This design comes from an exercise in tuning for small area, a short achievable clock period and few clock cycles on the open sky130 flow, not from production work. Function was checked by simulation only, so behaviour that the tests miss may differ from the original. Power and IR drop assume default switching activity.

==> design/flow/design.v <==
`default_nettype none
package md_pkg;
    localparam int XLEN = 32;    
    typedef enum logic [2:0] {
        OP_NONE  = 3'd0,
        OP_MULT  = 3'd1,
        OP_MULTU = 3'd2,
        OP_DIV   = 3'd3,
        OP_DIVU  = 3'd4,
        OP_MTHI  = 3'd5,
        OP_MTLO  = 3'd6
    } md_op_t;
endpackage
`default_nettype wire
`timescale 1ns/100ps
`default_nettype none
module md_unit (
    input  logic        CLK,
    input  logic        RST_X,
    input  logic        start,
    input  md_pkg::md_op_t op,
    input  logic [31:0] a,
    input  logic [31:0] b,
    output logic        busy,
    output logic        done,
    output logic [31:0] hi,
    output logic [31:0] lo
);
    localparam logic [2:0] S_IDLE = 3'd0;
    localparam logic [2:0] S_MUL  = 3'd1;    
    localparam logic [2:0] S_MFIX = 3'd2;    
    localparam logic [2:0] S_DNEG = 3'd3;    
    localparam logic [2:0] S_DIV  = 3'd4;    
    localparam logic [2:0] S_QNEG = 3'd5;    
    localparam logic [2:0] S_RNEG = 3'd6;    
    localparam logic [2:0] S_RCOR = 3'd7;    
    logic [2:0]  state, state_n;
    logic [31:0] hi_n, lo_n;
    logic        hx, hx_n;           
    logic        hs, hs_n;           
    logic [31:0] m;                  
    logic        ms;                 
    logic        p, p_n;             
    logic [5:0]  cnt, cnt_n;         
    logic        sgn, na, nb, zb;    
    logic        done_n;
    logic        c_alo, c_ainv, c_bm1, c_bm2, c_binv;
    logic        c_alo_n, c_ainv_n, c_bm1_n, c_bm2_n, c_binv_n;
    logic [34:0] opa, opb, s, m35;
    logic [35:0] sum_c;
    assign m35 = {{2{ms}}, ms, m};
    assign opa = (c_alo ? {3'b000, lo} : {hs, hs, hx, hi}) ^ {35{c_ainv}};
    assign opb = ((m35 & {35{c_bm1}}) | ({m35[33:0], 1'b0} & {35{c_bm2}})) ^ {35{c_binv}};
    assign sum_c = {opa, 1'b1} + {opb, c_ainv | c_binv};
    assign s     = sum_c[35:1];
    logic mk16, mk4;
    assign mk16 = (lo[15:0] == {16{p}}) && (cnt <= 6'd16);
    assign mk4  = (lo[3:0]  == {4{p}})  && (cnt <= 6'd28);
    logic [31:0] dv;                 
    logic [31:0] gmask;              
    logic        dk16, dk4, dlast, rneg;
    assign dv = m ^ {32{ms}};
    always_comb begin
        for (int j = 0; j < 31; j++) gmask[j] = ((dv >> (j + 1)) == '0);
        gmask[31] = 1'b1;
    end
    assign dk16 = ({hs, hx, hi[31:17]} == '0) && (({hi[16:0], lo[31:17]} & gmask) == '0)
                  && (cnt <= 6'd16);
    assign dk4  = ({hs, hx, hi[31:29]} == '0) && (({hi[28:0], lo[31:29]} & gmask) == '0)
                  && (cnt <= 6'd28);
    assign dlast = cnt[5];           
    assign rneg  = s[34];             
    logic is_mul, is_div, is_sgn, arith;
    assign is_mul = (op == md_pkg::OP_MULT) || (op == md_pkg::OP_MULTU);
    assign is_div = (op == md_pkg::OP_DIV)  || (op == md_pkg::OP_DIVU);
    assign is_sgn = (op == md_pkg::OP_MULT) || (op == md_pkg::OP_DIV);
    assign arith  = start && (is_mul || is_div);
    logic [3:0] sa, sb, tb;
    logic       swap;
    always_comb begin
        for (int i = 0; i < 4; i++) begin
            sa[i] = (a[8*i +: 8] != {8{a[31]}});
            sb[i] = (b[8*i +: 8] != {8{b[31]}});
        end
        tb[3] = sb[3];
        for (int i = 2; i >= 0; i--) tb[i] = tb[i+1] | sb[i];
    end
    assign swap = is_mul && ((sa & ~tb) != '0);
    logic [31:0] mpl, mcd;           
    assign mpl = swap ? b : a;
    assign mcd = swap ? a : b;
    logic [1:0] lom_n;               
    always_comb begin
        state_n = state;
        hi_n    = hi;
        lo_n    = lo;
        hx_n    = hx;
        hs_n    = hs;
        p_n     = p;
        cnt_n   = cnt;
        done_n  = 1'b0;
        lom_n   = lo[3:2];
        case (state)
            S_MUL: begin
                if (mk16) begin
                    {hx_n, hi_n, lo_n} = {{16{hx}}, hx, hi, lo[31:16]};
                    cnt_n = cnt + 6'd16;
                    lom_n = lo[17:16];
                end else if (mk4) begin
                    {hx_n, hi_n, lo_n} = {{4{hx}}, hx, hi, lo[31:4]};
                    cnt_n = cnt + 6'd4;
                    lom_n = lo[5:4];
                end else begin
                    {hx_n, hi_n, lo_n} = {s[34:0], lo[31:2]};
                    hs_n  = s[34];
                    p_n   = lo[1];
                    cnt_n = cnt + 6'd2;
                    lom_n = lo[3:2];
                end
                if (cnt_n[5]) begin
                    if (!sgn && p_n) state_n = S_MFIX;
                    else begin
                        state_n = S_IDLE;
                        done_n  = 1'b1;
                    end
                end
            end
            S_MFIX: begin
                hi_n    = s[31:0];
                state_n = S_IDLE;
                done_n  = 1'b1;
            end
            S_DNEG: begin
                lo_n    = s[31:0];
                state_n = S_DIV;
            end
            S_DIV: begin
                if (zb) begin
                    hi_n    = '0;
                    lo_n    = '0;
                    state_n = S_IDLE;
                    done_n  = 1'b1;
                end else if (dk16) begin
                    {hx_n, hi_n, lo_n} = {hi[16:0], lo, 16'b0};
                    hs_n  = 1'b0;
                    cnt_n = cnt + 6'd16;
                end else if (dk4) begin
                    {hx_n, hi_n, lo_n} = {hi[28:0], lo, 4'b0};
                    hs_n  = 1'b0;
                    cnt_n = cnt + 6'd4;
                end else begin
                    lo_n  = {lo[30:0], !rneg};
                    cnt_n = cnt + 6'd1;
                    hs_n  = rneg;
                    if (dlast) begin
                        {hx_n, hi_n} = {rneg, s[31:0]};
                        if (rneg)           state_n = S_RCOR;
                        else if (na ^ nb)   state_n = S_QNEG;
                        else if (na)        state_n = S_RNEG;
                        else begin
                            state_n = S_IDLE;
                            done_n  = 1'b1;
                        end
                    end else begin
                        {hx_n, hi_n} = {s[31:0], lo[31]};
                    end
                end
            end
            S_RCOR: begin
                hi_n = s[31:0];
                if (na ^ nb)  state_n = S_QNEG;
                else if (na)  state_n = S_RNEG;
                else begin
                    state_n = S_IDLE;
                    done_n  = 1'b1;
                end
            end
            S_QNEG: begin
                lo_n = s[31:0];
                if (na) state_n = S_RNEG;
                else begin
                    state_n = S_IDLE;
                    done_n  = 1'b1;
                end
            end
            S_RNEG: begin
                hi_n    = s[31:0];
                state_n = S_IDLE;
                done_n  = 1'b1;
            end
            default: ;
        endcase
        if (start) begin
            if (is_mul || is_div) begin
                hi_n    = '0;
                hx_n    = 1'b0;
                hs_n    = 1'b0;
                lo_n    = mpl;
                p_n     = 1'b0;
                cnt_n   = '0;
                lom_n   = mpl[1:0];
                state_n = is_mul ? S_MUL : ((is_sgn && a[31] && b != '0) ? S_DNEG : S_DIV);
            end else if (op == md_pkg::OP_MTHI) begin
                hi_n = a;
            end else if (op == md_pkg::OP_MTLO) begin
                lo_n = a;
            end
        end
    end
    logic ms_n;
    assign ms_n = arith ? (is_sgn && mcd[31]) : ms;
    always_comb begin
        c_alo_n  = 1'b0;
        c_ainv_n = 1'b0;
        c_bm1_n  = 1'b0;
        c_bm2_n  = 1'b0;
        c_binv_n = 1'b0;
        case (state_n)
            S_MUL: begin
                c_bm1_n  = (lom_n[0] ^ p_n);
                c_bm2_n  = (lom_n[1] != lom_n[0]) && (lom_n[0] == p_n);
                c_binv_n = lom_n[1] && !(lom_n[0] && p_n);
            end
            S_MFIX: begin
                c_bm1_n  = 1'b1;
            end
            S_DIV: begin
                c_bm1_n  = 1'b1;
                c_binv_n = !hs_n ^ ms_n;
            end
            S_RCOR: begin
                c_bm1_n  = 1'b1;
                c_binv_n = ms_n;
            end
            S_DNEG, S_QNEG: begin
                c_alo_n  = 1'b1;
                c_ainv_n = 1'b1;
            end
            S_RNEG: begin
                c_ainv_n = 1'b1;
            end
            default: ;
        endcase
    end
    always_ff @(posedge CLK or negedge RST_X) begin
        if (!RST_X) begin
            state <= S_IDLE;
            done  <= 1'b0;
            hi    <= '0;
            lo    <= '0;
        end else begin
            state <= state_n;
            done  <= done_n;
            hi    <= hi_n;
            lo    <= lo_n;
        end
    end
    always_ff @(posedge CLK) begin
        hx     <= hx_n;
        hs     <= hs_n;
        p      <= p_n;
        cnt    <= cnt_n;
        c_alo  <= c_alo_n;
        c_ainv <= c_ainv_n;
        c_bm1  <= c_bm1_n;
        c_bm2  <= c_bm2_n;
        c_binv <= c_binv_n;
        if (arith) begin
            m   <= mcd;
            ms  <= ms_n;
            sgn <= is_sgn;
            na  <= is_sgn && a[31];
            nb  <= is_sgn && b[31];
            zb  <= (b == '0);
        end
    end
    assign busy = (state != S_IDLE);
endmodule
`default_nettype wire
==> design/flow/run.sh <==
#!/bin/bash
# synth_recipe.tcl (not shown) runs the flow's synth.tcl, then flattens the netlist and writes it again
# the make line also repeats each setting of config.mk as NAME=value (left out here)
make -C /OpenROAD-flow-scripts/flow DESIGN_CONFIG=/design/flow/config.mk WORK_HOME=/design/flow/orfs CLKGATE_MAP_FILE= SYNTH_SCRIPT=/design/flow/synth_recipe.tcl finish
==> design/flow/config.mk <==
export PLATFORM = sky130hd
export DESIGN_NAME = md_unit
export DESIGN_NICKNAME = md_unit
export VERILOG_FILES = /design/flow/design.v
export SDC_FILE = /design/flow/constraint.sdc
export NUM_CORES = 4
export LEC_CHECK = 0
export CAP_MARGIN = 20
export CELL_PAD_IN_SITES_DETAIL_PLACEMENT = 1
export CELL_PAD_IN_SITES_GLOBAL_PLACEMENT = 1
export CORE_MARGIN = 2
export CORE_UTILIZATION = 30
export PLACE_DENSITY = 0.45
export SETUP_SLACK_MARGIN = 1.0
export SLEW_MARGIN = 20
==> design/flow/constraint.sdc <==
create_clock -name core_clock -period 5.5 [get_ports {CLK}]
set_input_delay 1.1000 -clock core_clock [delete_from_list [all_inputs] [get_ports {CLK}]]
set_output_delay 1.1000 -clock core_clock [all_outputs]
set_load 0.01 [all_outputs]
==> results of run 1 <==
worst register-to-register path, cell delays in order, from the launching register on:
cell and delay (ps):
dfxtp_4 440, buf_6 160, mux2i_4 270, xnor2_1 100, ha_1 380, a21oi_2 240, a211oi_4 100, o311ai_4 430
a21oi_4 140, o211ai_1 200, buf_4 200, o21ai_1 70, buf_4 180, a2111o_1 430, a41o_4 320, inv_2 100
nand2_1 90, nor4_4 450
final cells by class:
cell class                      instances  area share
Sequential cell                       119       0.159
Timing Repair Buffer                  348       0.160
Clock buffer                           17      0.0218
Tap cell                              672      0.0430
Multi-Input combinational cell       1695       0.602
Inverter                               37     0.00711
Antenna cell                            6    0.000768
Clock inverter                         15     0.00698
power groups by stage:
| stage | Combinational, mW | Clock, mW | Sequential [mW] |
|---|---|---|---|
| 2_1_floorplan | 6.09 | 0 | 1.50 |
| 3_3_place_gp | 11.8 | 0 | 1.64 |
| 3_5_place_dp | 11.9 | 0 | 1.64 |
| 4_1_cts | 12.4 | 1.17 | 1.62 |
| 5_1_grt | 13.7 | 1.20 | 1.67 |
| 6_report | 13.3 | 1.16 | 1.66 |
cells by family after synthesis:
kind of cell	share of synthesized area
compound gates	0.351
xor+xnor	0.0591
fa+ha+maj	0.0374
buf+inv	0.0654
flops	0.203
mux	0.0853
simple gates	0.200
path summary, 6_finish.rpt:
check,to
max reg2reg,c_bm2
min reg2reg,cnt[0]
max,c_bm2
min,cnt[0]
min in group asynchronous,hi[28]
max in group asynchronous,lo[20]
per-stage QoR:
stage                     std cells  hold slack [ps]  total power, mW   util
final                          2909              601             16.1  0.390
after floorplan                2056              533             7.59      -
after global placement         2835              568             13.5  0.359
after global routing           2903              627             16.5  0.389
after detailed placement       2836              598             13.6  0.360
after CTS                      2890              611             15.2  0.382
repair_timing:
item                                    CTS  global route
gates resized for setup                  62            59
pin swaps                                 9            17
setup buffers                            20            13
gates cloned                              2             0
endpoints found under the setup margin   35            32
registers in the layout, summed over array words and instances (netlist names):
name	cells
state	3
hx	1
nb	1
c_binv	1
ms	1
na	1
hi	32
zb	1
sgn	1
c_alo	1
p	1
c_ainv	1
c_bm2	1
m	32
c_bm1	1
done	1
hs	1
lo	32
cnt	6
cell usage after synthesis, types with 18 or more instances:
cell	instances
a211oi_1	35
a21o_1	25
a21oi_1	139
a221oi_1	19
a222oi_1	22
a22oi_1	73
a31oi_1	33
a32oi_1	18
buf_1	20
buf_2	19
clkbuf_1	154
dfrtp_1	68
edfxtp_1	37
ha_1	44
inv_1	34
mux2_2	47
mux2i_1	75
nand2_1	265
nand3_1	53
nand4_1	25
nor2_1	136
nor3_1	29
o211ai_1	37
o21ai_0	161
o22ai_1	31
or3_1	18
xnor2_1	90
layout by cell type, fill, tap and decap left out, drive strengths merged, types with 47 or more instances in the layout:
cell type,Yosys,routed
nand3,53,53
a21oi,139,139
dfrtp,68,68
nand2,266,266
a22oi,73,73
mux2,47,47
clkdlybuf4s50,0,133
nor2,138,138
buf,49,215
mux2i,76,76
xnor2,90,90
o21ai,165,165
metal layers:
layer | up-vias | wire length (um) | GRT usage
met3 | 343 | 12000 | 0.110
met5 | - | 15 | 0
met1 | 9990 | 46100 | 0.552
met4 | 2 | 8270 | 0.267
li1 | 8153 | - | -
met2 | 1403 | 46300 | 0.605
==> PnR_summary.wiki, run 1 <==
{| class="wikitable"
! Metric !! Value
|-
| Skew-Pair Late Insertion Delay || around 500 ps
|-
| Timing-limited maximum frequency || between 200 and 250 MHz
|-
| Maximum fanout encountered on the critical timing path || 11
|-
| Max Root-Sink Buffers || 2
|-
| Critical path data required time || approximately 6000 ps
|-
| Core box area || between 50,000 and 60,000 um^2
|-
| Worst setup path class || input pin to flop
|-
| # nets final || ~2.3k
|-
| Max-slew violation total from the final report || 0
|-
| Row count || 82
|-
| Worst Hold Launch || cnt[0]
|-
| Hold-critical path depth || 2
|-
| Crit Reg-Reg Startpoint || c_alo
|-
| Register bit count reported by yosys || 119
|-
| Residual overflow from global routing || 0
|-
| H-tree level count || 4
|-
| Critical path depth || 10
|-
| Clock slew at the register clock pins of the worst setup and hold paths || around 70 ps
|-
| Worst Setup Slack post-DPL || roughly 160 ps
|-
| Fraction of layout cells with a size suffix above 1 || 0.192
|-
| Netlist Area Pre-Place || around 15,000 um^2
|-
| Cell types with the largest area share after synthesis || dfrtp_1 11%, edfxtp_1 7.3%, nand2_1 6.5%, o21ai_0 5.3%, xnor2_1 5.2%
|-
| Worst Setup SP || a[31]
|-
| Worst setup margin || roughly 1000 ps
|-
| Family of cells with the greatest summed delay on the critical path || simple AND/OR/NAND/NOR gates
|-
| Data arrival time at the worst-slack endpoint || between 4000 and 5000 ps
|-
| Distinct cell type count after synthesis || 96
|-
| Number of top-level design ports || 136
|-
| Number of antenna violations at the first check in global routing || 4
|-
| Path depth of the worst reg2reg path || 17
|-
| Slowest library cell on the worst path || nor4_2
|-
| Final Hold Vio Count || 0
|-
| Wire length of the first global-routing pass || roughly 160,000 um
|-
| Storage cell area || 3110 um^2
|-
| Post-synthesis sequential area ratio || 0.203
|-
| Crit end category || flop
|-
| Area added between synthesis and finish || 28.0%
|-
| Startpoint type of the worst setup path || input pin
|-
| Run status || no timing/DRC/antenna violations
|-
| Placement Cell Area || around 18,000 um^2
|-
| Via total after detailed routing || 19.9k
|-
| Dominant register cell in the synthesized netlist || dfrtp_1
|-
| Largest vdd supply drop || roughly 370 uV
|-
| Wire length per cell || 38.7 um
|-
| Number of buffers added to fix hold violations after cts || 0
|-
| Final weighted congestion in routability-driven placement || roughly 0.95
|-
| Area share of the largest cell type after synthesis || 0.111
|-
| Cells along the critical path || clkdlybuf4s50_1 -> buf_4 -> nor4_2 -> a211oi_1 -> or3_2 -> mux2_2 -> nor2_1 -> a31oi_1 -> ha_1 -> nor4_4
|-
| Cell taking the most area after synthesis || dfrtp_1
|-
| Proportion of synthesized flip-flops having asynchronous set or reset || 0.571
|-
| Number of instances in the synthesized netlist || slightly above 2k
|-
| Number of setup violations in the final report || 0
|-
| Combined buffer and inverter count along the critical path || 2
|-
| Combined area of the multi-input logic cells || between 10,000 and 15,000 um^2
|-
| Number of global-route vias before repair || a little under 20k
|-
| Fraction of the cycle the final worst path needs || 0.816
|-
| Wire length after detailed routing || between 100,000 and 150,000 um
|-
| Drt first pass iters || 6
|-
| Pin count of the biggest net entering global routing || 65
|-
| Effective utilization at floorplan || 0.304
|-
| Fin crit period || 4490 ps
|-
| Die footprint || 52,700 um^2
|-
| Routed vias/inst || ~6.8
|-
| Slew at the pin closest to its max-slew limit || ~1100 ps
|-
| Post-Synthesis Net Count || between 2k and 2.5k
|-
| Synth Area per Inst || approximately 7.4 um^2
|-
| Part of the total power dissipated in combinational logic || 0.825
|-
| CTS Buf Count || 17
|-
| Number of clock sinks || about 120
|-
| Post-DRT Antenna Nets || 0
|-
| Root Buffer Master || clkbuf_16
|-
| Count of buffers inserted at the top-level ports || about 140
|-
| Minimum setup slack among reg-to-reg paths || 1030 ps
|-
| HPWL reported at the end of detailed placement || roughly 83,000 um
|-
| Number of filler instances in the final layout || around 6.0k
|-
| Worst slew margin relative to its limit || 0.261
|-
| Largest stage delay on the critical path || 710 ps
|-
| Clock share of power || 0.072
|-
| Reported max-cap violation count || 0
|-
| Power density of the placed cells || just over 800 nW/um^2
|-
| RSZ-0062 raised after global routing || true
|-
| Switching power || 9.70 mW
|-
| Leakage dissipation || just over 7 nW
|-
| Post-Route Skew || 15.3 ps
|-
| DRC violation total after the first TritonRoute iteration || between 2k and 3k
|-
| Share of power burned in registers || 0.103
|-
| GRT Util Overall || 0.419
|-
| Synth Warn # || 1
|-
| Internal portion of total power || around 6.5 mW
|-
| Final design instance area without fill || between 15,000 and 20,000 um^2
|-
| Switching share of power || 0.600
|-
| Clock tree from TritonCTS || yes
|-
| Number of flops mapped to enable cells by yosys || 37
|-
| TNS Setup || 0 ps
|-
| Type of the worst min-delay path || flop to flop
|-
| Floorplan die height || roughly 230 um
|-
| Die W || ~230 um
|-
| Residual DRC || 0
|}
Testbench counts, summed over its fixed seeds: cycles 13,466.
==> inputs of run 2 (changes only) <==
==> design/flow/config.mk (replaced) <==
export PLATFORM = sky130hd
export DESIGN_NAME = md_unit
export DESIGN_NICKNAME = md_unit
export VERILOG_FILES = /design/flow/design.v
export SDC_FILE = /design/flow/constraint.sdc
export NUM_CORES = 4
export LEC_CHECK = 0
export CAP_MARGIN = 20
export CORE_MARGIN = 2
export CORE_UTILIZATION = 30
export PLACE_DENSITY = 0.45
export SETUP_SLACK_MARGIN = 2.0
export SLEW_MARGIN = 20
export TNS_END_PERCENT = 5
==> run 2 against run 1 <==
  * Still clean on timing, DRC and antenna
  * Die area did not move
  * Wire length fell by 6.0%
  * Fmax rose by 12%
  * Design area rose by 8.0%
  * Sequential cell count did not move
  * Critical path depth rose by 9
  * Combinational power barely moved
  * Critical endpoint is now lo[17]
==> PnR_summary.wiki, run 2 <==
{| class="wikitable"
! Metric !! Value
|-
| Run status || no timing/DRC/antenna violations (unchanged)
|-
| Row count || 82 (unchanged)
|-
| Fraction of the cycle the final worst path needs || 0.729 (was 0.816)
|-
| Clock slew at the register clock pins of the worst setup and hold paths || 60 ps (was 70 ps)
|-
| Clock tree from TritonCTS || yes (unchanged)
|-
| Commonest non-fill, non-tap cells in the layout || 258 x nand2_1, 238 x buf_4, 148 x o21ai_0 (was 262 x nand2_1, 199 x buf_4, 153 x o21ai_0)
|-
| Max Root-Sink Buffers || 2 (unchanged)
|-
| Final Hold Vio Count || 0 (unchanged)
|-
| Cells along the critical path || buf_12 -> buf_16 -> buf_12 -> buf_4 -> mux2i_4 -> xnor2_2 -> ha_4 -> a21oi_2 -> o21ai_1 -> a31oi_2 -> o21ai_4 -> buf_4 -> xnor2_1 -> buf_4 -> a22oi_1 -> nor2_1 -> a221oi_1 -> o31a_1 -> o22ai_1 (was clkdlybuf4s50_1 -> buf_4 -> nor4_2 -> a211oi_1 -> or3_2 -> mux2_2 -> nor2_1 -> a31oi_1 -> ha_1 -> nor4_4)
|-
| Leakage dissipation || 7.94 nW (was 7.22 nW)
|-
| Effective utilization at floorplan || 0.304 (unchanged)
|-
| Via total after detailed routing || 20.1k (was 19.9k)
|-
| Worst slew margin relative to its limit || 0.236 (was 0.261)
|-
| RSZ-0062 raised after global routing || true (unchanged)
|-
| Family of cells with the greatest summed delay on the critical path || compound AO/OA/AOI/OAI gates (was simple AND/OR/NAND/NOR gates)
|-
| Final design instance area without fill || 21,100 um^2 (was 19,500 um^2)
|-
| Data arrival time at the worst-slack endpoint || 4320 ps (was 4820 ps)
|-
| Post-Synthesis Net Count || 2,171 (unchanged)
|-
| Crit Reg-Reg Startpoint || c_alo (unchanged)
|-
| Dominant register cell in the synthesized netlist || dfrtp_1 (unchanged)
|-
| Number of filler instances in the final layout || 5,088 (was 5,982)
|-
| Pin count of the biggest net entering global routing || 60 (was 65)
|-
| Floorplan die height || 230 um (unchanged)
|-
| DRC violation total after the first TritonRoute iteration || 3,101 (was 2,693)
|-
| Die W || 230 um (unchanged)
|-
| Fin crit period || 4010 ps (was 4490 ps)
|-
| Core box area || 50,200 um^2 (unchanged)
|-
| HPWL reported at the end of detailed placement || 75,000 um (was 82,700 um)
|-
| # nets final || 2,397 (was 2,333)
|-
| Residual DRC || 0 (unchanged)
|-
| Combined area of the multi-input logic cells || 12,600 um^2 (was 11,800 um^2)
|-
| TNS Setup || 0 ps (unchanged)
|-
| Storage cell area || 3130 um^2 (was 3110 um^2)
|-
| Proportion of synthesized flip-flops having asynchronous set or reset || 0.571 (unchanged)
|-
| Fraction of layout cells with a size suffix above 1 || 0.261 (was 0.192)
|-
| Area added between synthesis and finish || 38.3% (was 28.0%)
|-
| Number of flops mapped to enable cells by yosys || 37 (unchanged)
|-
| Startpoint type of the worst setup path || flop (was input pin)
|-
| Synth Area per Inst || 7.42 um^2 (unchanged)
|-
| Reported max-cap violation count || 0 (unchanged)
|-
| Type of the worst min-delay path || flop to flop (unchanged)
|-
| Largest vdd supply drop || 309 uV (was 366 uV)
|-
| Number of global-route vias before repair || 18.4k (was 19.4k)
|-
| Power density of the placed cells || 765 nW/um^2 (was 826 nW/um^2)
|-
| Post-synthesis sequential area ratio || 0.203 (unchanged)
|-
| Top-count cell post-synth || nand2_1 (unchanged)
|-
| Skew-Pair Late Insertion Delay || 470 ps (was 500 ps)
|-
| Post-Route Skew || 14.9 ps (was 15.3 ps)
|-
| Slew at the pin closest to its max-slew limit || 1140 ps (was 1110 ps)
|-
| Area share of the largest cell type after synthesis || 0.111 (unchanged)
|-
| Number of setup violations in the final report || 0 (unchanged)
|-
| Slowest library cell on the worst path || dfxtp_4 (was nor4_2)
|-
| Worst Setup SP || c_alo (was a[31])
|-
| Wire length of the first global-routing pass || 145,000 um (was 156,000 um)
|-
| Residual overflow from global routing || 0 (unchanged)
|-
| Timing-limited maximum frequency || 249 MHz (was 223 MHz)
|-
| GRT Util Overall || 0.387 (was 0.419)
|-
| Worst Hold Launch || cnt[0] (unchanged)
|-
| Top Registers || hi x32, lo x32, m x32 (unchanged)
|-
| Most prevalent standard cell on the critical path || buf_4
|-
| Count of buffers inserted at the top-level ports || 135 (unchanged)
|-
| Number of antenna violations at the first check in global routing || 4 (unchanged)
|-
| Most common library cell in the layout ignoring fill and taps || nand2_1 (unchanged)
|-
| Routed vias/inst || 6.78 (was 6.84)
|-
| Number of clock sinks || 119 (unchanged)
|-
| Register bit count reported by yosys || 119 (unchanged)
|-
| Post-DRT Antenna Nets || 0 (unchanged)
|-
| Crit end category || flop (unchanged)
|-
| H-tree level count || 4 (unchanged)
|-
| Number of top-level design ports || 136 (unchanged)
|-
| Drt first pass iters || 9 (was 6)
|-
| Die footprint || 52,700 um^2 (unchanged)
|-
| Combined buffer and inverter count along the critical path || 6 (was 2)
|-
| Synth top cells by count || 265 x nand2_1, 161 x o21ai_0, 154 x clkbuf_1 (unchanged)
|-
| Cell types with the largest area share after synthesis || dfrtp_1 11%, edfxtp_1 7.3%, nand2_1 6.5%, o21ai_0 5.3%, xnor2_1 5.2% (unchanged)
|-
| Wire length per cell || 35.6 um (was 38.7 um)
|-
| Final total power || 16.1 mW (about the same)
|-
| Critical path data required time || 5800 ps (was 5840 ps)
|-
| Root Buffer Master || clkbuf_16 (unchanged)
|-
| Wire length after detailed routing || 106,000 um (was 113,000 um)
|-
| Maximum fanout encountered on the critical timing path || 8 (was 11)
|-
| Largest stage delay on the critical path || 390 ps (was 710 ps)
|-
| Worst setup path class || flop to flop (was input pin to flop)
|-
| Distinct cell type count after synthesis || 96 (unchanged)
|-
| Max-slew violation total from the final report || 0 (unchanged)
|-
| Final weighted congestion in routability-driven placement || 1.02 (was 0.953)
|-
| Placement Cell Area || 17,900 um^2 (was 18,000 um^2)
|-
| Netlist Area Pre-Place || 15,300 um^2 (unchanged)
|-
| Cell taking the most area after synthesis || dfrtp_1 (unchanged)
|-
| Number of instances in the synthesized netlist || 2,056 (unchanged)
|-
| CTS Buf Count || 17 (unchanged)
|-
| Final design utilization || 0.421 (was 0.390)
|-
| Synth Warn # || 1 (unchanged)
|}
## run 2: cell types whose count changed in the layout (fill, tap and decap cells not counted), moves of 12 or more
| cell | change |
|---|---|
| ha_1 | -13 |
| dlymetal6s2s_1 | +16 |
| buf_4 | +39 |
| clkdlybuf4s50_1 | -23 |
| buf_12 | +12 |
## run 2: power by group
part	total, mW	internal (mW)	switching (mW)
combinational	13.2	5.17	8.00
clock	1.13	0.623	0.503
sequential	1.85	1.21	0.645
total	16.1	7.00	9.14
## run 2: stage by stage
stage	setup slack, ps	hold slack, ps	instances
global placement	501	571	2805
global route	1420	622	2967
floorplan	1770	533	2056
CTS	1570	595	2906
detailed placement	456	581	2805
finish	1490	593	2971
## run 2: path summary, 6_finish.rpt
path                            endpoint  slack [ps]  cells past startpoint
max in group asynchronous         hi[20]        3800                      2
worst min-delay path              cnt[0]         590                      2
worst max-delay path              lo[17]        1490                     19
worst min register to register    cnt[0]         590                      2
worst max register to register    lo[17]        1490                     19
min in group asynchronous         hi[31]         730                      1
## run 2: routing by layer
metal,share of wire,global-route usage,wire (um),up-vias
met4,0.081,0.272,8590,0
met1,0.40,0.499,41900,9863
met2,0.41,0.551,43400,1579
met3,0.11,0.113,12000,392
met5,0,0,0,-
li1,-,-,-,8295
## run 2: cells by family (layout without fill, tap and decap cells)
group	after synthesis	after routing	share of synthesized area
buffers and inverters	242	478	0.0654
xor gates and xnor gates	103	103	0.0591
muxes	123	123	0.0853
adders and majority gates	45	45	0.0374
AOI/OAI and AO/OA	776	776	0.351
DFF	119	119	0.203
other	0	4	0
and+or+nand+nor	648	651	0.200
## run 2: timing repair
action                                  CTS  global route
hold buffers                              0             0
pin swaps                                52            79
buffers inserted                         65            59
resized for setup                       166           166
cloned                                    4             2
endpoints found under the setup margin  115           146
## run 2: final cells by class
class,instances,share of cell area
clock inverters,14,0.00581
inverters,37,0.00688
clock buffers,18,0.0203
well taps,672,0.0398
diodes,4,0.000474
flip-flops and latches,119,0.148
repair buffers,409,0.180
multi-input cells,1698,0.598
## run 2: worst min-delay path, cell delays in order, from the launching register on
cell,delay (ps)
dfxtp_1,350
xnor2_1,160
nor2_1,40

## afterwards: timing with drivers on the ports
No port has a modelled driver above. Below, the same layouts with a new extraction and two added sets of constraints. Step 1 sets driving cells, clkbuf_16 on the clock port and buf_2 on the other inputs (assumed; they add their load-dependent delay and slew). Step 2 times the ports against the registers' clock, not the clock port: input delays grow and output delays shrink by t, the midpoint of the rising clock arrivals with the driver on. Slacks: ideal / step 1 / step 2; pairs: ideal / step 1.
run | t, ns | setup WS [ns] | worst setup path after step 2 | latest minus earliest clock arrival (ns)
run 1 | 0.557 | 1.014 / 1.027 / 0.495 | input to register | 0.015 / 0.016
run 2 | 0.520 | 1.489 / 1.489 / 1.069 | input to register | 0.015 / 0.015
After both steps setup and hold are still met in every run listed. The setup slack of run 1, which loses most, moves by +0.013 ns with the drivers and by -0.519 ns with both steps.
